Source: an optimization exercise on an open RTL-to-GDS flow (aim: small area, a short achievable clock period and few clock cycles). Production flows keep margins and buffers that such runs may drop. The RTL was checked by simulation tests, not by an equivalence proof against the original design. Power figures rest on the tool's default switching activity, not on a simulated workload.

[design/flow/design.v]
package asba_pkg;
  localparam int ADC_W   = 12;
  localparam int SUM_W   = 20;
  localparam int CNT_W   = 8;
  localparam int SLOT_W  = 3;
  localparam int CHAN_W  = 3;
  localparam int UV_W    = 28;
  localparam int SCALE_W = 24;
  localparam int PROD_W  = ADC_W + SCALE_W;
  localparam int UV_SHIFT = 8;
  localparam int CFG_W   = 24;
  localparam int CFG_IDX_W = 3;
  localparam int DIV_CNT_W = 5;
  localparam logic [1:0] OP_START  = 2'd0;
  localparam logic [1:0] OP_RESULT = 2'd1;
  localparam logic [1:0] OP_STOP   = 2'd2;
  localparam logic [1:0] KIND_REQ  = 2'd0;
  localparam logic [1:0] KIND_AVG  = 2'd1;
  localparam logic [1:0] KIND_DONE = 2'd2;
  localparam logic [CFG_IDX_W-1:0] REG_SLOT_COUNT    = 3'd0;
  localparam logic [CFG_IDX_W-1:0] REG_CHANNEL_MAP   = 3'd1;
  localparam logic [CFG_IDX_W-1:0] REG_FILTER_LEN    = 3'd2;
  localparam logic [CFG_IDX_W-1:0] REG_ROUNDS_NEEDED = 3'd3;
  localparam logic [CFG_IDX_W-1:0] REG_SCALE_Q8      = 3'd4;
  localparam logic [3:0]         RST_SLOT_COUNT    = 4'd2;
  localparam logic [23:0]        RST_CHANNEL_MAP   = 24'd60;
  localparam logic [CNT_W-1:0]   RST_FILTER_LEN    = 8'd10;
  localparam logic [CNT_W-1:0]   RST_ROUNDS_NEEDED = 8'd20;
  localparam logic [SCALE_W-1:0] RST_SCALE_Q8      = 24'd156250;
  localparam logic [CNT_W-1:0] RND_MAX = 8'd255;
  typedef struct packed {
    logic [3:0]         slot_count;
    logic [23:0]        channel_map;
    logic [CNT_W-1:0]   filter_len;
    logic [CNT_W-1:0]   rounds_needed;
    logic [SCALE_W-1:0] scale_q8;
  } asba_cfg_t;
  typedef struct packed {
    logic              clear;
    logic              wr_latest;
    logic              acc;
    logic              take;
    logic              div_step;
    logic              mul;
    logic              load_out;
    logic [1:0]        kind;
    logic              last;
    logic [SLOT_W-1:0] idx;
  } asba_cmd_t;
  typedef struct packed {
    logic fire;
    logic round_short;
    logic out_free;
  } asba_sts_t;
endpackage
module adc_scan_block_averager_core #(
  parameter int MAX_SLOTS = 8,
  parameter int CODE_BITS = 12
) (
  input  logic        clk,
  input  logic        rst_n,
  input  logic        in_valid,
  output logic        in_ready,
  input  logic [1:0]  in_opcode,
  input  logic [11:0] in_adc_code,
  output logic        out_valid,
  input  logic        out_ready,
  output logic [1:0]  out_kind,
  output logic [2:0]  out_slot,
  output logic [2:0]  out_chan,
  output logic [11:0] out_avg_code,
  output logic [27:0] out_microvolts,
  output logic        out_last,
  input  logic        cfg_we,
  input  logic [2:0]  cfg_index,
  input  logic [23:0] cfg_wdata
);
  localparam int ROWS = 2;
  localparam int NS   = 12 / ROWS;
  logic [3:0]  sc_r;
  logic [2:0]  nm1;       
  logic [23:0] map_r;
  logic [7:0]  flen_r;
  logic [7:0]  f1_r;      
  logic [7:0]  f2_r;      
  logic [7:0]  rn_r;
  logic [23:0] scale_r;
  logic [25:0] s3_r;      
  always_ff @(posedge clk) begin
    if (!rst_n) begin
      sc_r    <= 4'd2;
      nm1     <= 3'd1;
      map_r   <= 24'd60;
      flen_r  <= 8'd10;
      f1_r    <= 8'd9;
      f2_r    <= 8'd8;
      rn_r    <= 8'd20;
      scale_r <= 24'd156250;
    end else if (cfg_we) begin
      case (cfg_index)
        3'd0: begin
          sc_r <= cfg_wdata[3:0];
          nm1  <= (cfg_wdata[3:0] == 4'd0) ? 3'd0 :
                  (cfg_wdata[3:0] > 4'd8) ? 3'd7 : 3'(cfg_wdata[3:0] - 4'd1);
        end
        3'd1: map_r   <= cfg_wdata[23:0];
        3'd2: begin
          flen_r <= cfg_wdata[7:0];
          f1_r   <= (cfg_wdata[7:0] == 8'd0) ? 8'd0 : cfg_wdata[7:0] - 8'd1;
          f2_r   <= (cfg_wdata[7:0] <= 8'd1) ? 8'd0 : cfg_wdata[7:0] - 8'd2;
        end
        3'd3: rn_r    <= cfg_wdata[7:0];
        3'd4: scale_r <= cfg_wdata[23:0];
        default: ;
      endcase
    end
  end
  always_ff @(posedge clk) s3_r <= 26'(scale_r) + {1'b0, scale_r, 1'b0};
  logic [11:0] latest_r [8];
  logic [19:0] sum_r    [8];
  logic [7:0]  cnt_r    [8];
  logic [7:0]  rnd_r    [8];
  logic [7:0]  zsc_r;
  logic [7:0]  zr_r;
  logic [7:0]  pend_r;
  logic       running_r;
  logic [2:0] pos_r;
  logic [7:0] posoh_r;   
  logic       rstd_r;    
  logic       fm_r;      
  logic       spec_r;    
  logic       wact_r;    
  logic       dirty_r;   
  logic       all_done_r;
  logic        ov_r;
  logic [1:0]  ok_r;
  logic [2:0]  os_r;
  logic [2:0]  oc_r;
  logic [11:0] oa_r;
  logic [27:0] ou_s;      
  logic [27:0] ou_c;      
  logic        ou_k;
  logic        ol_r;
  logic roundend;
  assign roundend = pos_r >= nm1;
  logic acc, is_start, is_stop, is_res, res_run, rend;
  assign in_ready = !ov_r && !fm_r && !rstd_r && !(dirty_r && roundend);
  assign acc      = in_valid && in_ready;
  assign is_start = in_opcode == 2'd0;
  assign is_res   = in_opcode == 2'd1;
  assign is_stop  = in_opcode == 2'd2;
  assign res_run  = acc && is_res && running_r;
  assign rend     = res_run && roundend;
  logic [7:0]  rsel;
  logic [11:0] r_lat;
  logic [19:0] r_sum;
  logic [7:0]  r_cnt;
  logic        r_pend;
  assign rsel = posoh_r;
  always_comb begin
    r_lat  = '0;
    r_sum  = '0;
    r_cnt  = '0;
    r_pend = 1'b0;
    for (int i = 0; i < 8; i++) begin
      r_lat  = r_lat | (latest_r[i] & {12{rsel[i]}});
      r_sum  = r_sum | (sum_r[i] & {20{rsel[i] & ~zsc_r[i]}});
      r_cnt  = r_cnt | (cnt_r[i] & {8{rsel[i] & ~zsc_r[i]}});
      r_pend = r_pend | (pend_r[i] & rsel[i]);
    end
  end
  logic [11:0] r_add;
  logic [11:0] r_x;
  logic [19:0] r_c;      
  logic [7:0]  r_cc;     
  logic [19:0] r_s;      
  logic [7:0]  r_div;    
  logic        r_fire;
  assign r_add  = (wact_r || r_pend) ? r_lat : 12'd0;
  assign r_x    = wact_r ? 12'd0 : in_adc_code;
  assign r_c    = r_sum + 20'(r_add);
  assign r_cc   = r_cnt + 8'(r_pend);
  always_comb begin
    logic [19:0] a, b, u, v;
    a = 20'(r_add);
    b = 20'(r_x);
    u = r_sum ^ a ^ b;
    v = ((r_sum & a) | (r_sum & b) | (a & b)) << 1;
    r_s = u + v;
  end
  assign r_div  = r_cc + 8'd1;
  assign r_fire = r_cnt >= (r_pend ? f2_r : f1_r);
  logic [7:0] act_v, done_v;
  logic       all_done;
  always_comb begin
    for (int i = 0; i < 8; i++) begin
      act_v[i]  = 3'(i) <= nm1;
      done_v[i] = zr_r[i] ? (rn_r == 8'd0) : (rnd_r[i] >= rn_r);
    end
    all_done = &(done_v | ~act_v);
  end
  logic       cv;
  logic [1:0] ckind;
  logic [2:0] cslot;
  logic [2:0] cchan;
  logic [2:0] pos_inc;
  assign pos_inc = pos_r + 3'd1;
  logic fire_e;
  assign cv    = acc && (is_start || (is_res && running_r && !(roundend && fire_e)));
  assign ckind = (in_opcode[0] && roundend && all_done_r) ? 2'd2 : 2'd0;
  assign cslot = (in_opcode[0] && !roundend) ? pos_inc : 3'd0;
  logic [2:0] chan_nx;   
  always_comb begin
    chan_nx = '0;
    for (int i = 0; i < 7; i++) chan_nx = chan_nx | (map_r[3*(i+1) +: 3] & {3{posoh_r[i]}});
  end
  assign cchan = !in_opcode[0] ? map_r[2:0] :
                 !roundend ? chan_nx :
                 all_done_r ? 3'd0 : map_r[2:0];
  logic adv;
  assign adv = !ov_r || out_ready;
  logic        pv   [NS+1];
  logic [2:0]  ptag [NS+1];
  logic [7:0]  pr   [NS+1];
  logic [11:0] px   [NS+1];
  logic [7:0]  nr   [NS];
  logic [11:0] nx   [NS];
  logic        mv   [NS+1];
  logic [7:0]  c_sh;
  logic [7:0]  csm1;     
  logic [7:0]  csm2;     
  logic        ceq;      
  logic        feed;
  logic        busy;    
  logic        ld_avg;
  logic ld_now;
  logic full_up [NS+1];   
  assign ceq    = r_cnt == (r_pend ? csm2 : csm1);
  logic [7:0] nm1oh;
  logic [7:0] l_cnt;
  logic       l_pend;
  logic       fire_last_r;
  logic       ceq_last_r;
  logic [7:0] csm1_d, csm2_d;
  always_comb begin
    l_cnt  = '0;
    l_pend = 1'b0;
    for (int i = 0; i < 8; i++) begin
      nm1oh[i] = nm1 == 3'(i);
      l_cnt    = l_cnt | (cnt_r[i] & {8{nm1oh[i] & ~zsc_r[i]}});
      l_pend   = l_pend | (pend_r[i] & nm1oh[i]);
    end
  end
  always_ff @(posedge clk) begin
    fire_last_r <= l_cnt >= (l_pend ? f2_r : f1_r);
    ceq_last_r  <= l_cnt == (l_pend ? csm2_d : csm1_d);
  end
  logic a_fire, a_ceq;
  assign a_fire = roundend ? (fire_last_r && pos_r == nm1) : r_fire;
  assign a_ceq  = roundend ? ceq_last_r : ceq;
  assign ld_now = rend && spec_r && pv[NS] && adv && (!a_fire || a_ceq);
  assign ld_avg = (fm_r || ld_now) && adv && pv[NS];
  always_comb begin
    full_up[NS] = 1'b1;
    for (int j = NS - 1; j >= 0; j--) full_up[j] = full_up[j+1] && pv[j+1];
    mv[NS] = ld_avg;
    for (int j = NS - 1; j >= 0; j--) mv[j] = pv[j] && (!full_up[j] || ld_avg);
    busy = 1'b0;
    for (int j = 0; j <= NS; j++) busy = busy | pv[j];
  end
  always_comb begin
    logic [8:0] t;
    logic [9:0] d;
    for (int j = 0; j < NS; j++) begin
      nr[j] = pr[j];
      nx[j] = px[j];
      for (int k = 0; k < ROWS; k++) begin
        t = {nr[j], nx[j][11]};
        d = {1'b0, t} - {2'b0, c_sh};
        nr[j] = d[9] ? t[7:0] : d[7:0];
        nx[j] = {nx[j][10:0], ~d[9]};
      end
    end
  end
  logic s0_free, c_ok;
  logic feed_arr, spec_fail, feed_walk, wstep, wlast;
  assign s0_free   = !pv[0] || mv[0];
  assign c_ok      = !busy || a_ceq;
  assign feed_arr  = res_run && spec_r && a_fire && (pos_r <= nm1) && s0_free && c_ok;
  assign spec_fail = res_run && a_fire && (pos_r <= nm1) && !(s0_free && c_ok);
  assign wstep     = wact_r && (!r_fire || (s0_free && (!busy || ceq)));
  assign feed_walk = wstep && r_fire;
  assign wlast     = pos_r == nm1;
  assign feed = feed_arr || feed_walk;
  assign csm1_d = feed ? r_cc : csm1;
  assign csm2_d = feed ? r_cc - 8'd1 : csm2;
  logic flush;
  assign flush = (acc && (is_start || is_stop)) || cfg_we;
  logic fast;
  assign fast   = spec_r && !spec_fail;
  assign fire_e = !fast || busy || (a_fire && pos_r <= nm1);
  always_ff @(posedge clk) begin
    if (feed) begin
      pr[0]   <= r_s[19:12];
      px[0]   <= r_s[11:0];
      ptag[0] <= rsel[1] ? 3'd1 : rsel[2] ? 3'd2 : rsel[3] ? 3'd3 : rsel[4] ? 3'd4 :
                 rsel[5] ? 3'd5 : rsel[6] ? 3'd6 : rsel[7] ? 3'd7 : 3'd0;
      c_sh    <= r_div;
      csm1    <= csm1_d;
      csm2    <= csm2_d;
    end
    for (int j = 0; j < NS; j++) begin
      if (mv[j]) begin
        pr[j+1]   <= nr[j];
        px[j+1]   <= nx[j];
        ptag[j+1] <= ptag[j];
      end
    end
  end
  always_ff @(posedge clk) begin
    if (!rst_n || flush || (rend && !fast)) begin
      for (int j = 0; j <= NS; j++) pv[j] <= 1'b0;
    end else begin
      pv[0] <= feed || (pv[0] && !mv[0]);
      for (int j = 0; j < NS; j++) pv[j+1] <= mv[j] || (pv[j+1] && !mv[j+1]);
    end
  end
  function automatic void csa(input logic [35:0] a, input logic [35:0] b,
                              input logic [35:0] c, output logic [35:0] s,
                              output logic [35:0] cy);
    s  = a ^ b ^ c;
    cy = ((a & b) | (a & c) | (b & c)) << 1;
  endfunction
  logic [11:0] q;
  logic [35:0] pv_s, pv_c;
  logic        lo_cy;    
  assign lo_cy = (9'(pv_s[7:0]) + 9'(pv_c[7:0])) >> 8 != 9'd0;
  assign q = px[NS];
  always_comb begin
    logic [35:0] pp [6];
    logic [35:0] l1 [4];
    logic [35:0] l2 [3];
    logic [35:0] l3 [2];
    logic [25:0] m;
    for (int k = 0; k < 6; k++) begin
      case (q[2*k +: 2])
        2'd0: m = 26'd0;
        2'd1: m = 26'(scale_r);
        2'd2: m = {1'b0, scale_r, 1'b0};
        default: m = s3_r;
      endcase
      pp[k] = 36'(m) << (2 * k);
    end
    csa(pp[0], pp[1], pp[2], l1[0], l1[1]);
    csa(pp[3], pp[4], pp[5], l1[2], l1[3]);
    csa(l1[0], l1[1], l1[2], l2[0], l2[1]);
    l2[2] = l1[3];
    csa(l2[0], l2[1], l2[2], l3[0], l3[1]);
    pv_s = l3[0];
    pv_c = l3[1];
  end
  logic [2:0] etag;
  logic [7:0] eoh;       
  logic [7:0] e_rnd;
  assign etag = ptag[NS];
  always_comb begin
    e_rnd = '0;
    for (int i = 0; i < 8; i++) begin
      eoh[i] = etag == 3'(i);
      e_rnd  = e_rnd | (rnd_r[i] & {8{eoh[i] & ~zr_r[i]}});
    end
  end
  always_ff @(posedge clk) begin
    for (int i = 0; i < 8; i++) begin
      if (res_run && posoh_r[i]) begin
        latest_r[i] <= in_adc_code;
        sum_r[i]    <= r_c;
        cnt_r[i]    <= r_cc;
      end
      if (ld_avg && eoh[i]) begin
        rnd_r[i] <= (e_rnd == 8'hFF) ? e_rnd : e_rnd + 8'd1;
      end
    end
  end
  always_ff @(posedge clk) begin
    if (!rst_n) begin
      zsc_r  <= '1;
      zr_r   <= '1;
      pend_r <= '0;
    end else if (acc && is_start) begin
      zsc_r  <= '1;
      zr_r   <= '1;
      pend_r <= '0;
    end else begin
      for (int i = 0; i < 8; i++) begin
        if (ld_avg && eoh[i]) begin
          zsc_r[i]  <= 1'b1;
          pend_r[i] <= 1'b0;
        end else if (rend && act_v[i] && fast) begin
          zsc_r[i]  <= posoh_r[i] ? 1'b0 : zsc_r[i];
          pend_r[i] <= 1'b1;
        end else if (res_run && posoh_r[i]) begin
          zsc_r[i]  <= 1'b0;
          pend_r[i] <= 1'b0;
        end else if (wstep && posoh_r[i] && !r_fire) begin
          pend_r[i] <= 1'b1;
        end
        if (ld_avg && eoh[i]) zr_r[i] <= 1'b0;
      end
    end
  end
  logic ld_fin;
  assign ld_fin = fm_r && adv && !wact_r && !busy;
  always_ff @(posedge clk) begin
    if (!rst_n) begin
      running_r <= 1'b0;
      pos_r     <= '0;
      posoh_r   <= 8'd1;
      rstd_r    <= 1'b1;
      fm_r      <= 1'b0;
      spec_r    <= 1'b1;
      wact_r    <= 1'b0;
      dirty_r   <= 1'b1;
      all_done_r <= 1'b0;
      ov_r      <= 1'b0;
      oa_r      <= '0;
      ou_s      <= '0;
      ou_c      <= '0;
      ou_k      <= 1'b0;
    end else begin
      rstd_r     <= 1'b0;
      dirty_r    <= cfg_we || (acc && is_start) || rend || fm_r;
      all_done_r <= all_done;
      if (acc) begin
        if (is_start) begin
          running_r <= 1'b1;
          pos_r     <= '0;
          posoh_r   <= 8'd1;
          spec_r    <= 1'b1;
        end else if (is_stop) begin
          running_r <= 1'b0;
        end else if (res_run) begin
          if (!roundend) begin
            pos_r   <= pos_inc;
            posoh_r <= {posoh_r[6:0], 1'b0};
            if (spec_fail) spec_r <= 1'b0;
          end else begin
            pos_r   <= '0;
            posoh_r <= 8'd1;
            spec_r  <= 1'b1;
            if (fire_e) begin
              fm_r <= 1'b1;
              if (!fast) wact_r <= 1'b1;
            end else if (all_done_r) begin
              running_r <= 1'b0;
            end
          end
        end
      end
      if (cfg_we && pos_r != 3'd0) spec_r <= 1'b0;
      if (wstep) begin
        if (wlast) begin
          wact_r  <= 1'b0;
          pos_r   <= '0;
          posoh_r <= 8'd1;
        end else begin
          pos_r   <= pos_inc;
          posoh_r <= {posoh_r[6:0], 1'b0};
        end
      end
      if (ld_fin) begin
        fm_r <= 1'b0;
        if (all_done) running_r <= 1'b0;
      end
      if (ld_avg) begin
        ov_r <= 1'b1;
        ok_r <= 2'd1;
        os_r <= etag;
        oc_r <= map_r[3*etag +: 3];
        oa_r <= q;
        ou_s <= pv_s[35:8];
        ou_c <= pv_c[35:8];
        ou_k <= lo_cy;
        ol_r <= 1'b0;
      end else if (ld_fin) begin
        ov_r <= 1'b1;
        ok_r <= all_done ? 2'd2 : 2'd0;
        os_r <= '0;
        oc_r <= all_done ? 3'd0 : map_r[2:0];
        oa_r <= '0;
        ou_s <= '0;
        ou_c <= '0;
        ou_k <= 1'b0;
        ol_r <= 1'b1;
      end else if (cv && !out_ready) begin
        ov_r <= 1'b1;
        ok_r <= ckind;
        os_r <= cslot;
        oc_r <= cchan;
        oa_r <= '0;
        ou_s <= '0;
        ou_c <= '0;
        ou_k <= 1'b0;
        ol_r <= 1'b1;
      end else if (out_ready) begin
        ov_r <= 1'b0;
      end
    end
  end
  assign out_valid      = ov_r || cv;
  assign out_kind       = ov_r ? ok_r : ckind;
  assign out_slot       = ov_r ? os_r : cslot;
  assign out_chan       = ov_r ? oc_r : cchan;
  assign out_avg_code   = oa_r;
  logic [28:0] uv_sum;
  assign uv_sum         = {ou_s, 1'b1} + {ou_c, ou_k};
  assign out_microvolts = uv_sum[28:1];
  assign out_last       = ov_r ? ol_r : 1'b1;
endmodule
[design/flow/run.sh]
#!/bin/bash
# synth_recipe.tcl (not shown) runs the flow's synth.tcl, then flattens the netlist and writes it again
# the make line also repeats each setting of config.mk as NAME=value (left out here)
make -C /OpenROAD-flow-scripts/flow DESIGN_CONFIG=/design/flow/config.mk WORK_HOME=/design/flow/orfs CLKGATE_MAP_FILE= SYNTH_SCRIPT=/design/flow/synth_recipe.tcl finish
[design/flow/config.mk]
export PLATFORM = sky130hd
export DESIGN_NAME = adc_scan_block_averager_core
export DESIGN_NICKNAME = adc_scan_block_averager_core
export VERILOG_FILES = /design/flow/design.v
export SDC_FILE = /design/flow/constraint.sdc
export NUM_CORES = 4
export LEC_CHECK = 0
export CAP_MARGIN = 20
export CORE_MARGIN = 2
export CORE_UTILIZATION = 50
export CTS_CLUSTER_DIAMETER = 80
export CTS_CLUSTER_SIZE = 24
export SETUP_SLACK_MARGIN = 1.8
export SLEW_MARGIN = 20
[design/flow/constraint.sdc]
create_clock -name core_clock -period 7.0 [get_ports {clk}]
set_input_delay 1.4000 -clock core_clock [delete_from_list [all_inputs] [get_ports {clk}]]
set_output_delay 1.4000 -clock core_clock [all_outputs]
set_load 0.01 [all_outputs]
==> results of run 1 <==
## layer usage
| layer | up-vias | GRT usage [%] |
|---|---|---|
| met5 | - | 0 |
| met4 | 0 | 5.58 |
| met3 | 139 | 2.84 |
| met2 | 895 | 42.6 |
| met1 | 15500 | 35.9 |
| li1 | 14800 | - |
## where the power goes
| group | leakage [nW] | switching [mW] | internal, mW |
|---|---|---|---|
| clock | 0.760 | 1.70 | 1.41 |
| combinational | 11.7 | 0.269 | 0.217 |
| sequential | 7.08 | 0.0568 | 4.99 |
## repair_timing
| action | 4_1_cts | 5_1_grt |
|---|---|---|
| setup buffers | 12 | 56 |
| setup endpoints to repair | 92 | 159 |
| gates cloned | 0 | 1 |
| pin swaps | 11 | 35 |
| gates resized for setup | 72 | 89 |
## synth_stat cells (all sizes together), types with 137 or more instances
cell type  instances
dfxtp            222
nand2            298
xnor2            137
a21oi            195
inv              236
edfxtp           570
a22oi            239
clkbuf           166
o21ai            176
mux2             170
nor2             197
ha               285
## sequential cells by signal (all words and copies together) (netlist names), 7 cells and up
signal / cells
f1_r: 8
csm1: 8
pend_r: 8
oa_r: 12
ou_s: 28
c_sh: 8
sum_r: 160
csm2: 8
pv: 7
ou_c: 28
rn_r: 8
zr_r: 8
pr: 48
latest_r: 96
rnd_r: 64
f2_r: 8
map_r: 24
cnt_r: 64
ptag: 21
posoh_r: 8
px: 84
s3_r: 26
zsc_r: 8
scale_r: 24
## worst max-delay path: stages, from the launching register on
cell      delay, ns
dfxtp_1        0.32
buf_4          0.20
nor2b_2        0.18
buf_4          0.27
a22o_1         0.27
or4_1          0.59
ha_1           0.27
a21o_1         0.16
a21oi_1        0.23
o21bai_1       0.14
a21oi_1        0.31
o21bai_1       0.11
a21oi_1        0.24
o21bai_1       0.14
a2111o_1       0.46
a31oi_2        0.28
nor2_1         0.10
xnor2_1        0.53
## area by class of cell
class,instances,share of cell area (%)
clock buffers,57,2.48
repair buffers,263,4.56
clock inverters,25,0.693
inverters,237,1.80
flip-flops and latches,792,43.3
multi-input cells,2722,44.3
well taps,1165,2.92
## logic make-up after synthesis
kind of cell / count (synthesis)
multiplexers: 242
AO/OA/AOI/OAI: 1002
adder cells (fa/ha/maj): 401
flip-flops: 792
buffers and inverters: 435
AND/OR/NAND/NOR: 897
XOR/XNOR: 179
## worst min-delay path by stage
stage | to | slack, ns | cells past startpoint
floorplan | s3_r[0] | 0.36 | 0
global placement | px[4][9] | 0.40 | 0
detailed placement | ptag[4][0] | 0.40 | 0
CTS | px[2][11] | 0.42 | 0
global route | px[2][11] | 0.43 | 0
finish | ptag[4][1] | 0.42 | 0
## through the flow
step                      util, %  std cells
after floorplan                 -       3948
after detailed placement     53.4       5109
after global routing         56.3       5261
after global placement       53.3       5109
after CTS                    55.5       5203
final                        56.3       5261
## placed cells by master (no fill, tap or decap), drive strengths merged, types with 12 or more instances in the layout
cell type,count
a2111oi,12
a21o,73
a21oi,195
a221oi,16
a222oi,12
a22o,131
a22oi,239
a31oi,28
and2,35
and3,23
and3b,19
buf,168
clkbuf,57
clkdlybuf4s50,85
dfxtp,222
edfxtp,570
fa,116
ha,285
inv,246
mux2,170
mux2i,64
nand2,298
nand2b,57
nand3,53
nand4,31
nor2,197
nor2b,66
nor3,51
nor4,15
o21a,13
o21ai,176
o21bai,16
xnor2,137
xor2,42
==> flow_summary_export.csv, run 1 <==
group,metric,value,unit
sta,fin_skew,0.0248,ns
clock_tree,root_buffer,"clkbuf_16",
layout,drive_gt1_share,13.7,%
sta,hold_viol,0,
flow_run,drv_cap,0,
drt,wl_per_cell,22.5,um
synth,synthTopCellsByArea,"edfxtp_1, dfxtp_1, ha_1",
global_route,antenna_found_initial,2,
layout,regArea,21600,um^2
synth,synth_area_per_cell,11.3,um^2
worst_setup_path,critPathCapture,"sum_r[2][15]",
power,total_power,8.65,mW
floorplan,start_util,50.6,%
drt,routed-wl-met2,56100,um
power,pwr_density_cell,174,nW/um^2
synth,syn_nets,4395,
drt,top_layer,"met4",
synth,synth_top_area_cell,"edfxtp_1",
synth,synth_fa_ha_area_share,13.2,%
layout,fin_area,49800,um^2
layout,nFillCells,7620,
sta,fin_setup_tns,0,ns
layout,syn_to_final_growth,11.4,%
global_route,grt_start_max_net_pins,70,
sta,relSlewSlack,32.2,%
clock_tree,cts.clk_slew.worst_paths,0.09,ns
drt,met1_length,53500,um
synth,yosys.area_share.simple,9.86,%
synth,synth_xor_area_share,3.52,%
worst_setup_path,worstPathRequired,7.34,ns
sta,rsz0062_at_grt,"yes",
clock_tree,insertion_delay,0.63,ns
worst_setup_path,reg2reg_from,"posoh_r[0]",
synth,yosysSeqAreaShare,48.2,%
placed_design,dp_hpwl,80200,um
placed_design,gp_congestion,0.861,
sta,finalHoldWorstSlack,0.417,ns
synth,ys_ff_latch,792,
synth,synth_area,44800,um^2
floorplan,fp-row-count,109,
clock_tree,cts_htree_levels,2,
worst_setup_path,endpoint_kind,"flop",
worst_setup_path,rr_endpoint,"sum_r[2][15]",
power,p_leak,19.5,nW
synth,ys.flop_type,"edfxtp_1",
floorplan,io_pins,97,
global_route,grt-ovfl-total,0,
sta,finalWorstSetupSlack,1.91,ns
placed_design,port-buffer-count,96,
clock_tree,clockBufferDepth,3,
worst_setup_path,arrival,5.43,ns
sta,tightest_slew,0.992,ns
sta,fmax,0.196,GHz
layout,fin_nets,4510,
synth,synth.distinct_cells,86,
power,irDropWorstVdd,0.208,mV
clock_tree,cts_buffers,47,
run_status,status,"complete, no violations",
sta,setup_viol,0,
sta,fin_crit,5.09,ns
layout,multiInputGateArea,22100,um^2
sta,period_share,72.8,%
synth,ys_warn_count,17,
drt,ant_nets,0,
worst_setup_path,startpoint_type,"flop",
global_route,first_global_vias,30900,
synth,synth_compound_area_share,15.4,%
synth,synth_top_family_by_area,"compound AO/OA/AOI/OAI gates",
floorplan,dieArea,91900,um^2
worst_setup_path,crit_path_max_fanout,22,
drt,route.detailed.drc,0,
synth,synthArstFlopShare,0,%
synth,yosysTopAreaCellShare,38.2,%
global_route,grt_usage,25.5,%
global_route,grt_pass1_wl,183000,um
synth,muxShareOfSynthArea,6.11,%
drt,num_vias,31400,
min_path,hp-start,"ptag[3][1]",
worst_setup_path,startpoint,"posoh_r[0]",
synth,syn_inst,3948,
sta,final_max_slew_viol_count,0,
drt,wirelength,118000,um
worst_setup_path,worstSetupPathType,"reg2reg",
layout,antenna_cells,0,
synth,synth_edf_count,570,
clock_tree,cts_tree,"built",
drt,met3_wirelength,6320,um
floorplan,core-area,88500,um^2
placed_design,placed_cell_area,47200,um^2
worst_setup_path,r2r_slack,1.91,ns
clock_tree,clkSinkCount,792,
drt,viasPerCell,5.96,
placed_design,dp_slack,0.971,ns
min_path,min_path_type,"reg2reg",
floorplan,dieWidth,303,um
clock_tree,cts_hold_buf,0,
floorplan,die_h,303,um
drt,dr.pass1.iters,6,
drt,drtIter0Drc,2665,
worst_setup_path,reg2reg_depth,17,
Testbench counts, summed over its fixed seeds: cycles 9,084.
==> run 2: changes to the inputs <==
--- a/design/flow/config.mk
+++ b/design/flow/config.mk
@@ -8,7 +8,7 @@
 export CAP_MARGIN = 20
 export CORE_MARGIN = 2
-export CORE_UTILIZATION = 50
+export CORE_UTILIZATION = 45
 export CTS_CLUSTER_DIAMETER = 80
 export CTS_CLUSTER_SIZE = 24
-export SETUP_SLACK_MARGIN = 1.8
+export SETUP_SLACK_MARGIN = 2.0
 export SLEW_MARGIN = 20
==> run 2 against run 1 <==
First-iteration DRC count up 0.68%. Total power up 0.21%. Die area up 11%. Non-clock buffer count up 4. Cell area up 1.1%. Clock skew up 0.034 ns. Fmax up 3.9%. Global-route usage down 2.4 points. Clock-buffer cell count down 5. Largest cell class unchanged. Highest routed layer is now met5.
==> flow_summary_export.csv, run 2 <==
group,metric,value,unit
global_route,first_global_vias,30900,
sta,relSlewSlack,33.7,%
layout,drive_gt1_share,15.6,%
layout,reg.largest.list,"sum_r x160, latest_r x96, px x84",
worst_setup_path,crit_top_cell,"a21o_1",
worst_setup_path,cpLargestDelayFamily,"compound AO/OA/AOI/OAI gates",
layout,nFillCells,8716,
power,power_frac_clock,35.9,%
synth,ys_ff_latch,792,
sta,fin_skew,0.0585,ns
synth,syn_inst,3948,
placed_design,port-buffer-count,96,
clock_tree,cts_buffers,47,
floorplan,io_pins,97,
clock_tree,clkSinkCount,792,
synth,yosysMostFrequentCell,"edfxtp_1",
sta,fin_setup_tns,0,ns
clock_tree,cts_htree_levels,2,
global_route,grt_start_max_net_pins,70,
sta,tightest_slew,0.992,ns
worst_setup_path,crit_path_max_fanout,13,
min_path,hold_depth,0,
floorplan,core-area,98600,um^2
layout,regArea,21600,um^2
floorplan,start_util,45.4,%
clock_tree,root_buffer,"clkbuf_16",
synth,yosys-top-cells-count,"edfxtp_1, nand2_1, ha_1",
worst_setup_path,startpoint_type,"flop",
worst_setup_path,reg2reg_from,"c_sh[1]",
synth,synth_top_area_cell,"edfxtp_1",
worst_setup_path,worstSetupPathType,"reg2out",
synth,syn_nets,4395,
sta,fin_crit,4.90,ns
sta,setup_viol,0,
run_status,status,"complete, no violations",
global_route,grt_usage,23.1,%
power,p_seq_share,58.3,%
synth,yosysTopAreaCellShare,38.2,%
layout,postLayoutCoreUtil,51.1,%
placed_design,dp_hpwl,80100,um
power,combPwrFrac,5.9,%
min_path,worstHoldEndpoint,"ptag[4][0]",
power,swShare,23.9,%
layout,largest_register_ffs,160,
clock_tree,cts.clk_slew.worst_paths,0.10,ns
power,p_int,6.59,mW
sta,rsz0062_at_grt,"yes",
placed_design,gp_congestion,0.864,
drt,wl_per_cell,22.3,um
layout,layout_commonest_cell,"edfxtp_1",
sta,final_max_slew_viol_count,0,
layout,layout_common_cells,"edfxtp_1, nand2_1, ha_1, a22oi_1, inv_1",
synth,ys.flop_type,"edfxtp_1",
min_path,min_path_type,"reg2reg",
worst_setup_path,crit_buf_inv,2,
synth,ys_warn_count,17,
synth,synth_area_per_cell,11.3,um^2
global_route,antenna_found_initial,4,
drt,drtIter0Drc,2683,
clock_tree,cts_tree,"built",
drt,dr.pass1.iters,6,
synth,yosysSeqAreaShare,48.2,%
drt,route.detailed.drc,0,
clock_tree,insertion_delay,0.70,ns
power,p_leak,19.6,nW
synth,synthTopCellsByArea,"edfxtp_1, dfxtp_1, ha_1",
synth,synth.distinct_cells,86,
floorplan,dieArea,102000,um^2
worst_setup_path,rr_endpoint,"pr[1][6]",
layout,multiInputGateArea,22400,um^2
flow_run,drv_cap,0,
worst_setup_path,cp_cell_sequence,"ha_1 -> nand2b_1 -> a21o_1 -> a21o_1 -> a2111oi_4 -> buf_4 -> clkdlybuf4s50_1",
drt,viasPerCell,5.88,
placed_design,placed_cell_area,47400,um^2
power,switching_power,2.07,mW
min_path,hp-start,"ptag[3][0]",
synth,synth_area,44800,um^2
global_route,grt_pass1_wl,184000,um
layout,top_register,"sum_r",
synth,synth_edf_count,570,
drt,wirelength,120000,um
global_route,grt-ovfl-total,0,
power,pwr_density_cell,172,nW/um^2
drt,num_vias,31700,
worst_setup_path,critical-path-max-stage-delay,0.66,ns
floorplan,dieWidth,319,um
worst_setup_path,cp_slowest_cell,"clkdlybuf4s50_1",
drt,ant_nets,0,
worst_setup_path,reg2reg_depth,27,
layout,fin_nets,4514,
sta,fmax,0.204,GHz
worst_setup_path,r2r_slack,2.16,ns
layout,syn_to_final_growth,12.6,%
clock_tree,cts_hold_buf,0,
layout,fin_area,50400,um^2
power,irDropWorstVdd,0.221,mV
worst_setup_path,worstPathRequired,5.60,ns
sta,hold_viol,0,
clock_tree,clockBufferDepth,3,
floorplan,die_h,319,um
floorplan,fp-row-count,115,
worst_setup_path,arrival,3.50,ns
worst_setup_path,endpoint_kind,"output port",
sta,period_share,70.0,%
synth,synthArstFlopShare,0,%
run 2: per-layer routing:
| layer | vias to the layer above | share of wire [%] | wire, um | GRT usage, % |
|---|---|---|---|---|
| met5 | - | 0.028 | 34 | 0 |
| met4 | 6 | 2.8 | 3400 | 7.41 |
| met3 | 206 | 5.9 | 7130 | 2.95 |
| met2 | 977 | 46 | 55900 | 37.7 |
| met1 | 15600 | 45 | 53900 | 31.9 |
| li1 | 14800 | - | - | - |
run 2: worst max path at each step:
stage,startpoint,endpoint,slack (ns),depth (start not counted)
6_report,nm1[0],in_ready,2.10,7
4_1_cts,ou_s[0],out_microvolts[27],1.94,16
3_5_place_dp,c_sh[1],pr[2][3],0.61,25
2_1_floorplan,c_sh[1],pr[1][2],1.30,26
3_3_place_gp,c_sh[1],pr[5][5],0.72,25
5_1_grt,c_sh[1],pr[2][6],1.86,26
run 2: per-stage QoR:
| stage | power (mW) | hold WS (ns) | std cells | setup slack [ns] |
|---|---|---|---|---|
| 2_1_floorplan | 5.46 | 0.364 | 3948 | 1.30 |
| 3_3_place_gp | 5.65 | 0.401 | 5230 | 0.724 |
| 3_5_place_dp | 5.66 | 0.405 | 5230 | 0.607 |
| 4_1_cts | 8.75 | 0.417 | 5346 | 1.94 |
| 5_1_grt | 8.96 | 0.424 | 5385 | 1.86 |
| 6_report | 8.67 | 0.413 | 5387 | 2.10 |
run 2: area by class of cell:
cell class	instances	share of cell area (%)
inverters	237	1.80
well taps	1287	3.19
clock buffers	52	2.41
clock inverters	28	0.747
multi-input cells	2722	44.4
diodes	2	0.00993
flip-flops and latches	792	42.8
repair buffers	267	4.60
run 2: logic make-up after synthesis:
logic type	share of synthesized area [%]
multiplexers	6.11
buffers and inverters	3.76
adder cells (fa/ha/maj)	13.2
flip-flops	48.2
AO/OA/AOI/OAI	15.4
AND/OR/NAND/NOR	9.86
XOR/XNOR	3.52
run 2: timing repair:
item	4_1_cts	5_1_grt
resized for setup	132	144
gates cloned	0	1
setup endpoints to repair	143	135
pin swaps	26	94
buffers inserted	36	38
run 2: power by group through the flow:
stage          logic (mW)  registers, mW  clock network, mW
2_1_floorplan       0.338           5.12                  0
3_3_place_gp        0.498           5.16                  0
3_5_place_dp        0.503           5.16                  0
4_1_cts             0.507           5.05               3.19
5_1_grt             0.569           5.05               3.34
6_report            0.507           5.05               3.11
==> run 3: changes to the inputs <==
--- a/design/flow/config.mk
+++ b/design/flow/config.mk
@@ -8,7 +8,7 @@
 export CAP_MARGIN = 20
 export CORE_MARGIN = 2
-export CORE_UTILIZATION = 45
+export CORE_UTILIZATION = 50
 export CTS_CLUSTER_DIAMETER = 80
-export CTS_CLUSTER_SIZE = 24
+export CTS_CLUSTER_SIZE = 28
 export SETUP_SLACK_MARGIN = 2.0
 export SLEW_MARGIN = 20
==> run 3 against run 2 <==
Die area shrank 9.9%. Area after synthesis stayed put. Cell area shrank 0.73%. Total power shrank 1.6%. Highest routed layer unchanged. Register-to-register slack worse by 0.02 ns.
==> flow_summary_export.csv, run 3 <==
group,metric,value,unit
run_status,status,"complete, no violations",
layout,top_register,"sum_r",
synth,ys_ff_latch,792,
floorplan,io_pins,97,
drt,wl_per_cell,22.6,um
layout,postLayoutCoreUtil,56.5,%
drt,dr.pass1.iters,7,
sta,rsz0062_at_grt,"yes",
layout,nFillCells,7612,
clock_tree,root_buffer,"clkbuf_16",
global_route,antenna_found_initial,3,
synth,synthTopCellsByArea,"edfxtp_1, dfxtp_1, ha_1",
synth,yosys-top-cells-count,"edfxtp_1, nand2_1, ha_1",
floorplan,die_h,303,um
sta,fmax,0.205,GHz
sta,period_share,69.8,%
worst_setup_path,worstPathRequired,5.60,ns
sta,relSlewSlack,23.0,%
layout,drive_gt1_share,15.0,%
floorplan,dieArea,91900,um^2
sta,fin_crit,4.89,ns
drt,viasPerCell,5.99,
synth,ys_warn_count,17,
clock_tree,cts_buffers,41,
worst_setup_path,crit_path_max_fanout,7,
layout,fin_nets,4510,
sta,finalWorstSetupSlack,2.11,ns
global_route,grt_pass1_wl,183000,um
placed_design,dp_hpwl,80000,um
synth,synth_top_area_cell,"edfxtp_1",
power,p_leak,19.6,nW
placed_design,dp_slack,0.757,ns
global_route,first_global_vias,30800,
min_path,hp-start,"px[3][9]",
placed_design,port-buffer-count,96,
clock_tree,cts_hold_buf,0,
synth,yosysSeqAreaShare,48.2,%
worst_setup_path,worstSetupPathType,"in2out",
sta,fin_setup_tns,0,ns
clock_tree,insertion_delay,0.63,ns
floorplan,start_util,50.6,%
synth,yosysMostFrequentCell,"edfxtp_1",
drt,route.detailed.drc,0,
worst_setup_path,endpoint_kind,"output port",
layout,layout_common_cells,"edfxtp_1, nand2_1, ha_1, a22oi_1, inv_1",
drt,wirelength,119000,um
synth,synth_edf_count,570,
worst_setup_path,startpoint_type,"input pin",
layout,layout_commonest_cell,"edfxtp_1",
layout,reg.largest.list,"sum_r x160, latest_r x96, px x84",
synth,syn_nets,4395,
drt,drtIter0Drc,2569,
clock_tree,clkSinkCount,792,
layout,syn_to_final_growth,11.8,%
clock_tree,cts.clk_slew.worst_paths,0.10,ns
sta,tightest_slew,1.15,ns
global_route,grt-ovfl-total,0,
flow_run,drv_cap,0,
power,total_power,8.53,mW
floorplan,dieWidth,303,um
worst_setup_path,arrival,3.49,ns
drt,num_vias,31500,
worst_setup_path,startpoint,"in_valid",
power,irDropWorstVdd,0.228,mV
clock_tree,cts_tree,"built",
synth,synthArstFlopShare,0,%
synth,ys.flop_type,"edfxtp_1",
drt,ant_nets,0,
sta,hold_viol,0,
synth,synth.distinct_cells,86,
power,pwr_density_cell,170,nW/um^2
synth,syn_inst,3948,
layout,antenna_cells,0,
synth,yosysTopAreaCellShare,38.2,%
min_path,min_path_type,"reg2reg",
placed_design,gp_congestion,0.849,
worst_setup_path,reg2reg_from,"c_sh[1]",
sta,final_max_slew_viol_count,0,
global_route,grt_usage,25.6,%
layout,largest_register_ffs,160,
synth,synth_area,44800,um^2
global_route,grt_start_max_net_pins,70,
clock_tree,clockBufferDepth,3,
sta,setup_viol,0,
clock_tree,cts_htree_levels,2,
floorplan,fp-row-count,109,
floorplan,core-area,88500,um^2
synth,synth_area_per_cell,11.3,um^2
sta,fin_skew,0.0396,ns
==> run 3: cell counts after synthesis <==
Identical to the previous run, type by type.
==> run 3: cell type report <==
type,count,area (um^2),share of cell area [%]
Timing Repair Buffer,268,2340,4.67
Inverter,237,908,1.82
Clock inverter,24,365,0.730
Sequential cell,792,21600,43.1
Tap cell,1165,1460,2.91
Clock buffer,46,1100,2.19
Multi-Input combinational cell,2723,22300,44.6
==> run 3: what timing repair did <==
action                                  4_1_cts  5_1_grt
buffers inserted                             35       36
gates cloned                                  0        2
gates resized for setup                     110      134
pin swaps                                    20       79
endpoints found under the setup margin      139      138
==> run 3: worst paths after layout <==
check,cells past startpoint,slack (ns),end
worst max-delay path,7,2.11,out_valid
worst min-delay path,0,0.42,px[4][11]
worst max register to register,28,2.14,pr[5][2]
worst min register to register,0,0.42,px[4][11]
==> run 3: cell families after synthesis <==
logic type,share of synthesized area (%)
flip-flops,48.2
AO/OA/AOI/OAI,15.4
XOR/XNOR,3.52
AND/OR/NAND/NOR,9.86
buffers and inverters,3.76
multiplexers,6.11
adder cells (fa/ha/maj),13.2
==> run 3: report_power, final <==
part | total, mW | internal, mW | switching (mW) | leakage [nW]
logic | 0.499 | 0.223 | 0.276 | 11.8
registers | 5.05 | 4.99 | 0.0552 | 7.08
clock network | 2.98 | 1.32 | 1.66 | 0.700
total | 8.53 | 6.54 | 1.99 | 19.6
==> run 3: per-layer routing <==
layer  routed length [um]  global-route usage [%]  up-vias
met4                 2530                    5.90        2
met2                55400                    41.8      930
li1                     -                       -    14800
met3                 6610                    2.66      156
met5                   13                       0        -
met1                54300                    36.8    15600
==> run 3: worst max-delay path, cell delays in order <==
cell             delay [ns]
clkdlybuf4s50_1        0.52
nor4b_4                0.29
o21ai_2                0.22
nor3_4                 0.25
a21oi_1                0.15
nand2b_1               0.12
clkdlybuf4s50_1        0.53
==> run 3: stage by stage <==
| stage | instance area, um^2 | hold WS, ns | std cells |
|---|---|---|---|
| 6_report | 50000 | 0.421 | 5255 |
| 5_1_grt | 50000 | 0.420 | 5255 |
| 4_1_cts | 49300 | 0.420 | 5216 |
| 3_5_place_dp | 47200 | 0.405 | 5111 |
| 3_3_place_gp | 47200 | 0.401 | 5110 |
| 2_1_floorplan | 44800 | 0.364 | 3948 |
==> run 4: changes to the inputs <==
--- a/design/flow/config.mk
+++ b/design/flow/config.mk
@@ -6,9 +6,10 @@
 export NUM_CORES = 4
 export LEC_CHECK = 0
+export ABC_AREA = 1
 export CAP_MARGIN = 20
 export CORE_MARGIN = 2
 export CORE_UTILIZATION = 50
 export CTS_CLUSTER_DIAMETER = 80
-export CTS_CLUSTER_SIZE = 28
+export CTS_CLUSTER_SIZE = 24
 export SETUP_SLACK_MARGIN = 2.0
 export SLEW_MARGIN = 20
==> run 4 against run 3 <==
First-iteration DRC count is 42% higher. Worst setup slack worse by 0.10 ns. Area after synthesis is 0.11% higher. Largest power group unchanged. Still clean. Register-to-register slack worse by 0.13 ns. Critical endpoint is now ou_s[10]. Fmax is 2.0% lower. Cell count is 15% higher. Non-clock buffer count is 25 lower. Clock skew is 0.017 ns higher. Die area is 0.11% higher. Sequential power hardly changed.
==> flow_summary_export.csv, run 4 <==
group,metric,value,unit
layout,largest_register_ffs,160,
layout,layout_common_cells,"nand2_1, edfxtp_1, inv_1, a21oi_1, o21ai_0",
sta,hold_viol,0,
min_path,min_path_type,"reg2reg",
synth,syn_nets,5152,
worst_setup_path,worstPathRequired,7.59,ns
synth,synthTopCellsByArea,"edfxtp_1, dfxtp_1, ha_1",
clock_tree,clkSinkCount,792,
synth,ys_warn_count,17,
worst_setup_path,rr_endpoint,"ou_s[10]",
layout,drive_gt1_share,9.15,%
power,p_leak,20.3,nW
worst_setup_path,reg2reg_depth,9,
worst_setup_path,arrival,5.58,ns
drt,wirelength,133000,um
min_path,hold_depth,0,
synth,ys.flop_type,"edfxtp_1",
sta,fin_crit,4.99,ns
clock_tree,root_buffer,"clkbuf_16",
sta,rsz0062_at_grt,"yes",
layout,top_register,"sum_r",
worst_setup_path,reg2reg_from,"px[6][1]",
power,pwr_density_cell,178,nW/um^2
layout,layout_commonest_cell,"nand2_1",
drt,met1_length,57600,um
drt,drtIter0Drc,3640,
synth,synthArstFlopShare,0,%
global_route,grt_pass1_wl,202000,um
global_route,first_global_vias,33600,
synth,synth_area,44800,um^2
floorplan,start_util,50.6,%
clock_tree,clockBufferDepth,3,
layout,reg.largest.list,"sum_r x160, latest_r x96, px x84",
synth,yosysMostFrequentCell,"nand2_1",
floorplan,dieWidth,303,um
drt,routed-wl-met2,60100,um
global_route,antenna_found_initial,5,
clock_tree,cts.clk_slew.worst_paths,0.10,ns
floorplan,fp-row-count,109,
worst_setup_path,startpoint_type,"flop",
sta,tightest_slew,1.14,ns
sta,fin_setup_tns,0,ns
power,irDropWorstVdd,0.239,mV
synth,synth_edf_count,570,
placed_design,gp_congestion,0.947,
synth,syn_inst,4705,
drt,dr.pass1.iters,7,
placed_design,dp_hpwl,94500,um
floorplan,core-area,88600,um^2
clock_tree,cts_tree,"built",
global_route,grt_usage,28.7,%
floorplan,die_h,303,um
placed_design,dp_slack,1.01,ns
global_route,grt-ovfl-total,0,
drt,met3_wirelength,11400,um
layout,syn_to_final_growth,11.9,%
sta,fmax,0.200,GHz
sta,period_share,71.3,%
synth,synth_top_area_cell,"edfxtp_1",
floorplan,dieArea,92000,um^2
flow_run,drv_cap,0,
drt,route.detailed.drc,0,
clock_tree,cts_buffers,50,
sta,final_max_slew_viol_count,0,
drt,viasPerCell,5.84,
min_path,worstHoldEndpoint,"px[1][11]",
drt,num_vias,35400,
drt,wl_per_cell,22.0,um
global_route,grt_start_max_net_pins,73,
worst_setup_path,r2r_slack,2.01,ns
synth,yosysTopAreaCellShare,38.2,%
floorplan,io_pins,97,
placed_design,port-buffer-count,96,
synth,yosys-top-cells-count,"nand2_1, edfxtp_1, inv_1",
layout,fin_nets,5290,
clock_tree,insertion_delay,0.68,ns
sta,relSlewSlack,24.1,%
run_status,status,"complete, no violations",
synth,synth_area_per_cell,9.52,um^2
sta,finalWorstSetupSlack,2.01,ns
drt,top_layer,"met5",
worst_setup_path,endpoint_kind,"flop",
worst_setup_path,worstSetupPathType,"reg2reg",
min_path,hp-start,"px[0][9]",
clock_tree,cts_htree_levels,2,
sta,fin_skew,0.0568,ns
synth,yosysSeqAreaShare,48.1,%
drt,ant_nets,0,
sta,setup_viol,0,
clock_tree,cts_hold_buf,0,
synth,ys_ff_latch,792,
worst_setup_path,crit_path_max_fanout,19,
synth,synth.distinct_cells,59,
worst_setup_path,startpoint,"px[6][1]",
## run 4: area by class of cell
| class | instances | area [um^2] |
|---|---|---|
| repair buffers | 243 | 2230 |
| diodes | 1 | 2.50 |
| inverters | 527 | 2010 |
| clock buffers | 64 | 1300 |
| flip-flops and latches | 792 | 21600 |
| multi-input cells | 3226 | 21100 |
| well taps | 1165 | 1460 |
| repair inverters | 3 | 22.5 |
| fillers | 7922 | 38500 |
| clock inverters | 30 | 383 |
## run 4: where the power goes
group	switching [mW]	internal [mW]	total, mW
registers	0.0626	5.01	5.07
clock network	1.81	1.46	3.27
logic	0.371	0.211	0.582
total	2.25	6.68	8.92
## run 4: worst max-delay path: stages, from the launching register on
cell and delay, ns:
edfxtp_1 1.00, nand2_1 0.73, inv_1 0.69, a221oi_1 0.26, fa_1 0.57, fa_1 0.59
inv_1 0.07, fa_1 0.54, or2_2 0.33, a21oi_1 0.14
## run 4: per-stage QoR
step / cell area [um^2] / power, mW / util (%) / std cells / hold slack (ns)
after floorplan: 44800 / 5.49 / - / 4705 / 0.389
after global placement: 47200 / 5.73 / 53.2 / 5874 / 0.401
after detailed placement: 47200 / 5.73 / 53.2 / 5874 / 0.405
after CTS: 49500 / 8.97 / 55.8 / 6011 / 0.418
after global routing: 50100 / 9.20 / 56.6 / 6051 / 0.424
final: 50100 / 8.92 / 56.6 / 6051 / 0.418
## run 4: worst max-delay path by stage
stage | end | slack, ns | depth (start not counted)
2_1_floorplan | pr[5][0] | 2.00 | 30
3_3_place_gp | pr[5][1] | 1.14 | 31
3_5_place_dp | pr[5][6] | 1.01 | 31
4_1_cts | out_microvolts[25] | 1.94 | 18
5_1_grt | pr[1][2] | 1.94 | 32
6_report | ou_s[10] | 2.01 | 9
## run 4: timing repair
| action | CTS | global route |
|---|---|---|
| pin swaps | 18 | 30 |
| cloned | 2 | 4 |
| setup buffers | 41 | 34 |
| setup endpoints to repair | 145 | 133 |
| gates resized for setup | 111 | 89 |
## run 4: cell families (layout without fill, tap and decap cells)
logic type	Yosys count	in the layout	synth area share, %
buf+inv	690	867	5.94
compound gates	1064	1064	14.4
flops	792	792	48.1
simple gates	1589	1592	15.1
fa+ha+maj	401	401	13.1
mux	1	1	0.0251
xor+xnor	168	168	3.28
other cells	0	1	0
## run 4: routing by layer
metal / vias to the layer above / global-route usage [%]
met5: - / 0
met4: 8 / 8.57
met3: 263 / 5.29
met2: 1452 / 45.5
met1: 17000 / 40.3
li1: 16700 / -
==> run 5: changes to the inputs <==
--- a/design/flow/config.mk
+++ b/design/flow/config.mk
@@ -12,4 +12,4 @@
 export CTS_CLUSTER_DIAMETER = 80
 export CTS_CLUSTER_SIZE = 24
-export SETUP_SLACK_MARGIN = 2.0
+export SETUP_SLACK_MARGIN = 2.4
 export SLEW_MARGIN = 20
==> run 5 against run 4 <==
Still clean. Non-clock buffer count up 34. Critical path depth up 10. Utilization up 1.2 points. Cell area up 2.1%. Via count up 1.0%. Sequential power about the same. Clock skew down 0.0070 ns. Critical path type is now reg2out. Critical endpoint is now out_valid.
==> flow_summary_export.csv, run 5 <==
group,metric,value,unit
power,power_frac_clock,36.1,%
floorplan,die_h,303,um
worst_setup_path,startpoint,"posoh_r[6]",
power,p_int,6.67,mW
worst_setup_path,reg2reg_depth,31,
placed_design,dp_hpwl,93200,um
synth,synthTopCellsByArea,"edfxtp_1, dfxtp_1, ha_1",
layout,layout_commonest_cell,"nand2_1",
synth,synthArstFlopShare,0,%
worst_setup_path,reg2reg_from,"c_sh[1]",
clock_tree,cts_tree,"built",
worst_setup_path,worstSetupPathType,"reg2out",
drt,route.detailed.drc,0,
synth,synth_area_per_cell,9.52,um^2
synth,yosysMostFrequentCell,"nand2_1",
clock_tree,clkSinkCount,792,
drt,wirelength,133000,um
global_route,first_global_vias,33600,
sta,period_share,68.5,%
drt,drtIter0Drc,3701,
layout,nFillCells,7744,
drt,wl_per_cell,21.9,um
sta,relSlewSlack,21.5,%
synth,synth_edf_count,570,
worst_setup_path,worstPathRequired,5.60,ns
worst_setup_path,r2r_slack,2.47,ns
power,p_seq_share,57.4,%
synth,synth_area,44800,um^2
global_route,grt_start_max_net_pins,89,
sta,tightest_slew,1.17,ns
sta,fin_skew,0.0497,ns
synth,ys.flop_type,"edfxtp_1",
layout,drive_gt1_share,12.7,%
synth,yosysSeqAreaShare,48.1,%
drt,ant_nets,0,
global_route,grt_usage,28.5,%
clock_tree,cts.clk_slew.worst_paths,0.10,ns
flow_run,drv_cap,0,
layout,syn_to_final_growth,14.3,%
power,switching_power,2.16,mW
synth,yosys-top-cells-count,"nand2_1, edfxtp_1, inv_1",
power,total_power,8.83,mW
synth,ys_ff_latch,792,
layout,largest_register_ffs,160,
power,irDropWorstVdd,0.242,mV
clock_tree,cts_htree_levels,2,
floorplan,io_pins,97,
drt,num_vias,35700,
sta,final_max_slew_viol_count,0,
clock_tree,clockBufferDepth,3,
global_route,grt-ovfl-total,0,
power,pwr_density_cell,172,nW/um^2
worst_setup_path,crit_path_max_fanout,9,
placed_design,port-buffer-count,96,
power,combPwrFrac,6.4,%
sta,fmax,0.209,GHz
power,p_leak,20.7,nW
worst_setup_path,arrival,3.39,ns
global_route,antenna_found_initial,4,
worst_setup_path,endpoint_kind,"output port",
power,swShare,24.4,%
drt,dr.pass1.iters,7,
synth,synth.distinct_cells,59,
sta,hold_viol,0,
synth,yosysTopAreaCellShare,38.2,%
clock_tree,cts_buffers,47,
floorplan,start_util,50.6,%
floorplan,core-area,88600,um^2
drt,viasPerCell,5.87,
floorplan,dieArea,92000,um^2
layout,top_register,"sum_r",
clock_tree,cts_hold_buf,0,
synth,syn_nets,5152,
run_status,status,"complete, no violations",
synth,ys_warn_count,17,
sta,fin_setup_tns,0,ns
layout,regArea,21600,um^2
clock_tree,root_buffer,"clkbuf_16",
synth,synth_top_area_cell,"edfxtp_1",
min_path,min_path_type,"reg2reg",
layout,multiInputGateArea,21900,um^2
layout,fin_nets,5321,
clock_tree,insertion_delay,0.67,ns
worst_setup_path,rr_endpoint,"pr[5][2]",
synth,syn_inst,4705,
floorplan,fp-row-count,109,
layout,reg.largest.list,"sum_r x160, latest_r x96, px x84",
worst_setup_path,critPathCapture,"out_valid",
placed_design,gp_congestion,0.979,
sta,fin_crit,4.79,ns
floorplan,dieWidth,303,um
worst_setup_path,startpoint_type,"flop",
global_route,grt_pass1_wl,201000,um
sta,setup_viol,0,
layout,layout_common_cells,"nand2_1, edfxtp_1, inv_1, a21oi_1, ha_1",
sta,rsz0062_at_grt,"yes",
==> run 5: cell count changes in the layout (fill, tap and decap cells not counted), sizes merged <==
| cell | delta |
|---|---|
| diode | +1 |
| clkinv | -1 |
| bufbuf | +1 |
| dlymetal6s2s | +6 |
| clkinvlp | +2 |
| clkbuf | +2 |
| clkdlybuf4s50 | -16 |
| buf | +38 |
| bufinv | +2 |
| inv | -6 |
==> run 5: cell families (layout without fill, tap and decap cells) <==
kind of cell	after synthesis	after routing	synth area share (%)
multiplexers	1	1	0.0251
flip-flops	792	792	48.1
other	0	2	0
buffers and inverters	690	895	5.94
adder cells (fa/ha/maj)	401	401	13.1
AO/OA/AOI/OAI	1064	1064	14.4
AND/OR/NAND/NOR	1589	1592	15.1
XOR/XNOR	168	168	3.28
==> run 5: per-layer routing <==
layer | part of all wire (%) | GRT usage [%]
met5 | 0.0098 | 0
met3 | 8.0 | 4.62
met4 | 3.3 | 8.93
met2 | 44 | 44.1
met1 | 44 | 41.0
==> run 5: power by group through the flow <==
stage | logic, mW | registers, mW | clock network, mW
3_5_place_dp | 0.535 | 5.18 | 0
4_1_cts | 0.557 | 5.07 | 3.25
3_3_place_gp | 0.530 | 5.18 | 0
6_report | 0.566 | 5.07 | 3.19
5_1_grt | 0.637 | 5.08 | 3.42
2_1_floorplan | 0.343 | 5.14 | 0
==> run 5: metrics by stage <==
stage	instance area, um^2	worst slack (ns)	hold slack (ns)	instances	util, %
6_report	51200	2.21	0.404	6080	57.8
5_1_grt	51200	2.11	0.417	6079	57.8
4_1_cts	49900	2.13	0.405	6015	56.3
3_5_place_dp	47300	1.38	0.405	5863	53.3
3_3_place_gp	47300	1.39	0.401	5863	53.3
2_1_floorplan	45000	2.37	0.389	4705	-
==> run 5: repair_timing <==
action | CTS | global route
buffers inserted | 61 | 55
resized for setup | 178 | 221
endpoints found under the setup margin | 608 | 302
pin swaps | 37 | 75
cloned | 3 | 7
==> run 5: cell type report <==
cell class / instances / area share [%]
clock buffers: 61 / 2.48
multi-input cells: 3226 / 42.7
repair buffers: 277 / 5.06
well taps: 1165 / 2.85
repair inverters: 3 / 0.0415
inverters: 527 / 4.00
clock inverters: 27 / 0.701
diodes: 2 / 0.00977
flip-flops and latches: 792 / 42.2
==> run 5: how the worst min path moves through the flow <==
stage                    start         end  slack [ns]  cells after the start
floorplan           scale_r[0]     s3_r[0]        0.39                      0
global route        ptag[5][2]  ptag[6][2]        0.42                      0
detailed placement  ptag[1][1]  ptag[2][1]        0.40                      0
global placement      px[1][1]    px[2][3]        0.40                      0
finish                px[0][0]    px[1][2]        0.40                      0
CTS                   px[0][0]    px[1][2]        0.41                      0
==> run 5: critical path: stages (launching register included) <==
cell      delay [ns]
dfxtp_4         0.42
inv_2           0.24
nor2_4          0.09
nand2_1         0.07
nand2_1         0.05
nor2_1          0.11
nand2_2         0.14
ha_1            0.33
nand2_2         0.07
o21a_1          0.17
a21boi_2        0.15
nand2_2         0.11
inv_2           0.07
o22ai_4         0.16
inv_2           0.06
nand2_2         0.08
o21ai_2         0.06
nand2_2         0.11
nand3_4         0.11
buf_6           0.16
==> run 6: changes to the inputs <==
--- a/design/flow/config.mk
+++ b/design/flow/config.mk
@@ -6,10 +6,9 @@
 export NUM_CORES = 4
 export LEC_CHECK = 0
-export ABC_AREA = 1
-export CAP_MARGIN = 20
+export CAP_MARGIN = 10
 export CORE_MARGIN = 2
 export CORE_UTILIZATION = 50
 export CTS_CLUSTER_DIAMETER = 80
 export CTS_CLUSTER_SIZE = 24
-export SETUP_SLACK_MARGIN = 2.4
-export SLEW_MARGIN = 20
+export SETUP_SLACK_MARGIN = 2.0
+export SLEW_MARGIN = 10
==> run 6 against run 5 <==
Still clean. Worst setup slack worse by 0.091 ns. Utilization is 1.3 points lower. Area after synthesis is 0.11% lower. Via count is 12% lower. Cell area is 2.4% lower. Register-to-register slack worse by 0.34 ns. Clock power is 14% lower. Worst hold slack better by 0.0097 ns. Flip-flop and latch count stayed put. Largest power group unchanged. Highest routed layer unchanged.
==> flow_summary_export.csv, run 6 <==
group,metric,value,unit
synth,yosys-top-cells-count,"edfxtp_1, nand2_1, ha_1",
floorplan,dieArea,91900,um^2
synth,synth_area_per_cell,11.3,um^2
placed_design,gp_congestion,0.849,
layout,layoutNonFillerInstCount,5258,
placed_design,dp_cells,5110,
floorplan,die_h,303,um
drt,route.detailed.drc,0,
drt,ant_nets,0,
floorplan,fp-row-count,109,
worst_setup_path,worstSetupPathType,"in2out",
drt,dr.pass1.iters,7,
synth,ys_warn_count,17,
global_route,grt_usage,25.6,%
synth,ys_ff_latch,792,
layout,syn_to_final_growth,11.7,%
sta,rsz0062_at_grt,"yes",
min_path,min_path_type,"reg2reg",
run_status,status,"complete, no violations",
drt,wl_per_cell,22.6,um
layout,drive_gt1_share,15.2,%
clock_tree,cts_hold_buf,0,
global_route,antenna_found_initial,5,
clock_tree,clkSinkCount,792,
layout,layout_commonest_cell,"edfxtp_1",
synth,yosysSeqAreaShare,48.2,%
global_route,first_global_vias,30900,
global_route,grt_start_max_net_pins,70,
clock_tree,cts.clk_slew.worst_paths,0.09,ns
layout,antenna_cells,0,
worst_setup_path,crit_buf_inv,2,
sta,final_max_slew_viol_count,0,
worst_setup_path,endpoint_kind,"output port",
synth,yosysMostFrequentCell,"edfxtp_1",
sta,fmax,0.205,GHz
layout,fin_nets,4517,
worst_setup_path,startpoint_type,"input pin",
worst_setup_path,cpLargestDelayFamily,"buffers and inverters",
synth,ys.flop_type,"edfxtp_1",
clock_tree,insertion_delay,0.63,ns
floorplan,dieWidth,303,um
sta,period_share,69.8,%
synth,synth_area,44800,um^2
drt,wirelength,119000,um
synth,synth.distinct_cells,86,
sta,fin_crit,4.89,ns
drt,viasPerCell,5.96,
clock_tree,clockBufferDepth,3,
power,p_int,6.39,mW
worst_setup_path,critical-path-max-stage-delay,0.53,ns
min_path,hold_depth,0,
global_route,grt-ovfl-total,0,
layout,largest_register_ffs,160,
placed_design,dp_hpwl,80100,um
synth,synth_top_area_cell,"edfxtp_1",
worst_setup_path,cp_cell_sequence,"clkdlybuf4s50_1 -> nor4b_4 -> o21ai_2 -> nor3_4 -> a21oi_1 -> nand2b_1 -> clkdlybuf4s50_1",
worst_setup_path,arrival,3.49,ns
sta,relSlewSlack,15.6,%
worst_setup_path,reg2reg_depth,27,
floorplan,core-area,88500,um^2
power,swShare,22.8,%
synth,synthArstFlopShare,0,%
worst_setup_path,worstPathRequired,5.60,ns
clock_tree,cts_buffers,42,
power,pwr_density_cell,166,nW/um^2
sta,fin_setup_tns,0,ns
drt,drtIter0Drc,2360,
flow_run,drv_cap,0,
power,irDropWorstVdd,0.256,mV
worst_setup_path,crit_path_max_fanout,7,
clock_tree,cts_tree,"built",
layout,top_register,"sum_r",
power,p_seq_share,60.9,%
clock_tree,cts_htree_levels,2,
synth,synthTopCellsByArea,"edfxtp_1, dfxtp_1, ha_1",
worst_setup_path,crit_top_cell,"clkdlybuf4s50_1",
synth,syn_nets,4395,
synth,synth_edf_count,570,
sta,tightest_slew,1.26,ns
power,power_frac_clock,33.0,%
power,p_leak,19.5,nW
placed_design,port-buffer-count,96,
global_route,grt_pass1_wl,183000,um
layout,layout_common_cells,"edfxtp_1, nand2_1, ha_1, a22oi_1, inv_1",
sta,setup_viol,0,
power,combPwrFrac,6.0,%
synth,syn_inst,3948,
layout,nFillCells,7581,
sta,fin_skew,0.0374,ns
floorplan,io_pins,97,
worst_setup_path,cp_slowest_cell,"clkdlybuf4s50_1",
clock_tree,root_buffer,"clkbuf_16",
layout,reg.largest.list,"sum_r x160, latest_r x96, px x84",
floorplan,start_util,50.6,%
power,switching_power,1.89,mW
synth,yosysTopAreaCellShare,38.2,%
sta,hold_viol,0,
worst_setup_path,cp_num_cells,7,
drt,num_vias,31300,
## run 6: worst reg2reg max path, stage by stage, from the launching register on
cell and delay (ns):
edfxtp_1 0.35, buf_6 0.11, clkinvlp_4 0.15, buf_6 0.18
buf_12 0.12, ha_4 0.22, a21oi_2 0.10, o21ai_1 0.09
and2_1 0.15, o21ai_1 0.13, nand2_1 0.08, a21o_1 0.18
a21o_1 0.18, a211o_4 0.38, mux2_2 0.30, ha_1 0.32
o21ai_1 0.09, nand2b_1 0.09, and2_4 0.17, o21ai_2 0.12
nand2b_1 0.08, and2_4 0.16, o21ai_2 0.11, nand2b_1 0.11
a21oi_2 0.23, buf_4 0.17, a21oi_1 0.06, a31o_2 0.24
## run 6: stage by stage
stage | power [mW] | setup WS [ns] | hold WS [ns] | util (%) | cell area, um^2
after global placement | 5.64 | 0.906 | 0.401 | 53.4 | 47200
final | 8.28 | 2.11 | 0.414 | 56.5 | 50000
after global routing | 8.58 | 1.83 | 0.426 | 56.5 | 50000
after floorplan | 5.46 | 1.30 | 0.364 | - | 44800
after CTS | 8.36 | 1.98 | 0.422 | 55.6 | 49200
after detailed placement | 5.65 | 0.736 | 0.405 | 53.4 | 47200
## run 6: final cells by class
class	count	area, um^2	area share [%]
Multi-Input combinational cell	2724	22400	44.8
Sequential cell	792	21600	43.1
Timing Repair Buffer	273	2390	4.77
Tap cell	1165	1460	2.92
Clock buffer	50	1100	2.21
Inverter	237	908	1.82
Clock inverter	17	165	0.330
## run 6: kinds of logic (layout without fill, tap and decap cells)
group                      Yosys count  in the layout  synth area share [%]
AOI/OAI and AO/OA                 1002           1003                  15.4
and+or+nand+nor                    897            899                  9.86
DFF                                792            792                  48.2
buffers and inverters              435            577                  3.76
adders and majority gates          401            401                  13.2
muxes                              242            242                  6.11
xor gates and xnor gates           179            179                  3.52
## run 6: power groups by stage
stage / logic, mW / registers (mW) / clock network, mW
2_1_floorplan: 0.338 / 5.12 / 0
3_3_place_gp: 0.490 / 5.15 / 0
3_5_place_dp: 0.495 / 5.15 / 0
4_1_cts: 0.498 / 5.05 / 2.82
5_1_grt: 0.559 / 5.05 / 2.97
6_report: 0.498 / 5.05 / 2.74
## run 6: repair_timing
| action | in CTS | in global routing |
|---|---|---|
| resized for setup | 113 | 144 |
| buffers inserted | 42 | 36 |
| gates cloned | 0 | 3 |
| pin swaps | 26 | 84 |
| endpoints found under the setup margin | 140 | 138 |
## run 6: path summary, 6_finish.rpt
| path | endpoint | from | slack, ns |
|---|---|---|---|
| setup / recovery | out_valid | in_valid | 2.11 |
| hold / removal | px[6][8] | px[5][6] | 0.41 |
| setup reg to reg | pr[4][4] | c_sh[1] | 2.13 |
| hold reg to reg | px[6][8] | px[5][6] | 0.41 |
## run 6: routing by layer
layer | up-vias | track usage, % | wire, um
met2 | 912 | 42.0 | 55500
met3 | 162 | 3.13 | 6770
met4 | 2 | 6.33 | 2860
li1 | 14800 | - | -
met1 | 15400 | 36.3 | 53800
met5 | - | 0 | 13

[static timing again, ports no longer ideal]
The flow's constraints put no driver on any port. The routed layouts listed below were extracted and timed again, unchanged, in two steps. Step 1, drivers: a clkbuf_16 drives clk and a buf_2 each remaining input, both assumed. Step 2 adds t to the input delays and takes it off the output delays; t is the mean of the earliest and latest rising clock arrival at the registers after step 1. Input paths then give back, and output paths get back, about the clock's delay inside the block. Three values: ideal ports, drivers, drivers and shift; two values: the first two.
run | shift t [ns] | slack for setup (ns) | worst data-port slew with drivers (ns) | pins driven straight from the clock port
run 1 | 0.684 | 1.906 / 1.900 / 1.487 | 0.12 | 1
run 2 | 0.738 | 2.098 / 1.977 / 1.539 | 0.17 | 1
run 3 | 0.691 | 2.111 / 2.067 / 1.550 | 0.06 | 1
run 4 | 0.722 | 2.010 / 1.979 / 1.794 | 0.13 | 1
run 5 | 0.714 | 2.205 / 2.133 / 2.032 | 0.08 | 1
run 6 | 0.684 | 2.115 / 2.051 / 1.554 | 0.06 | 1
After both steps setup and hold are still met in every run listed.
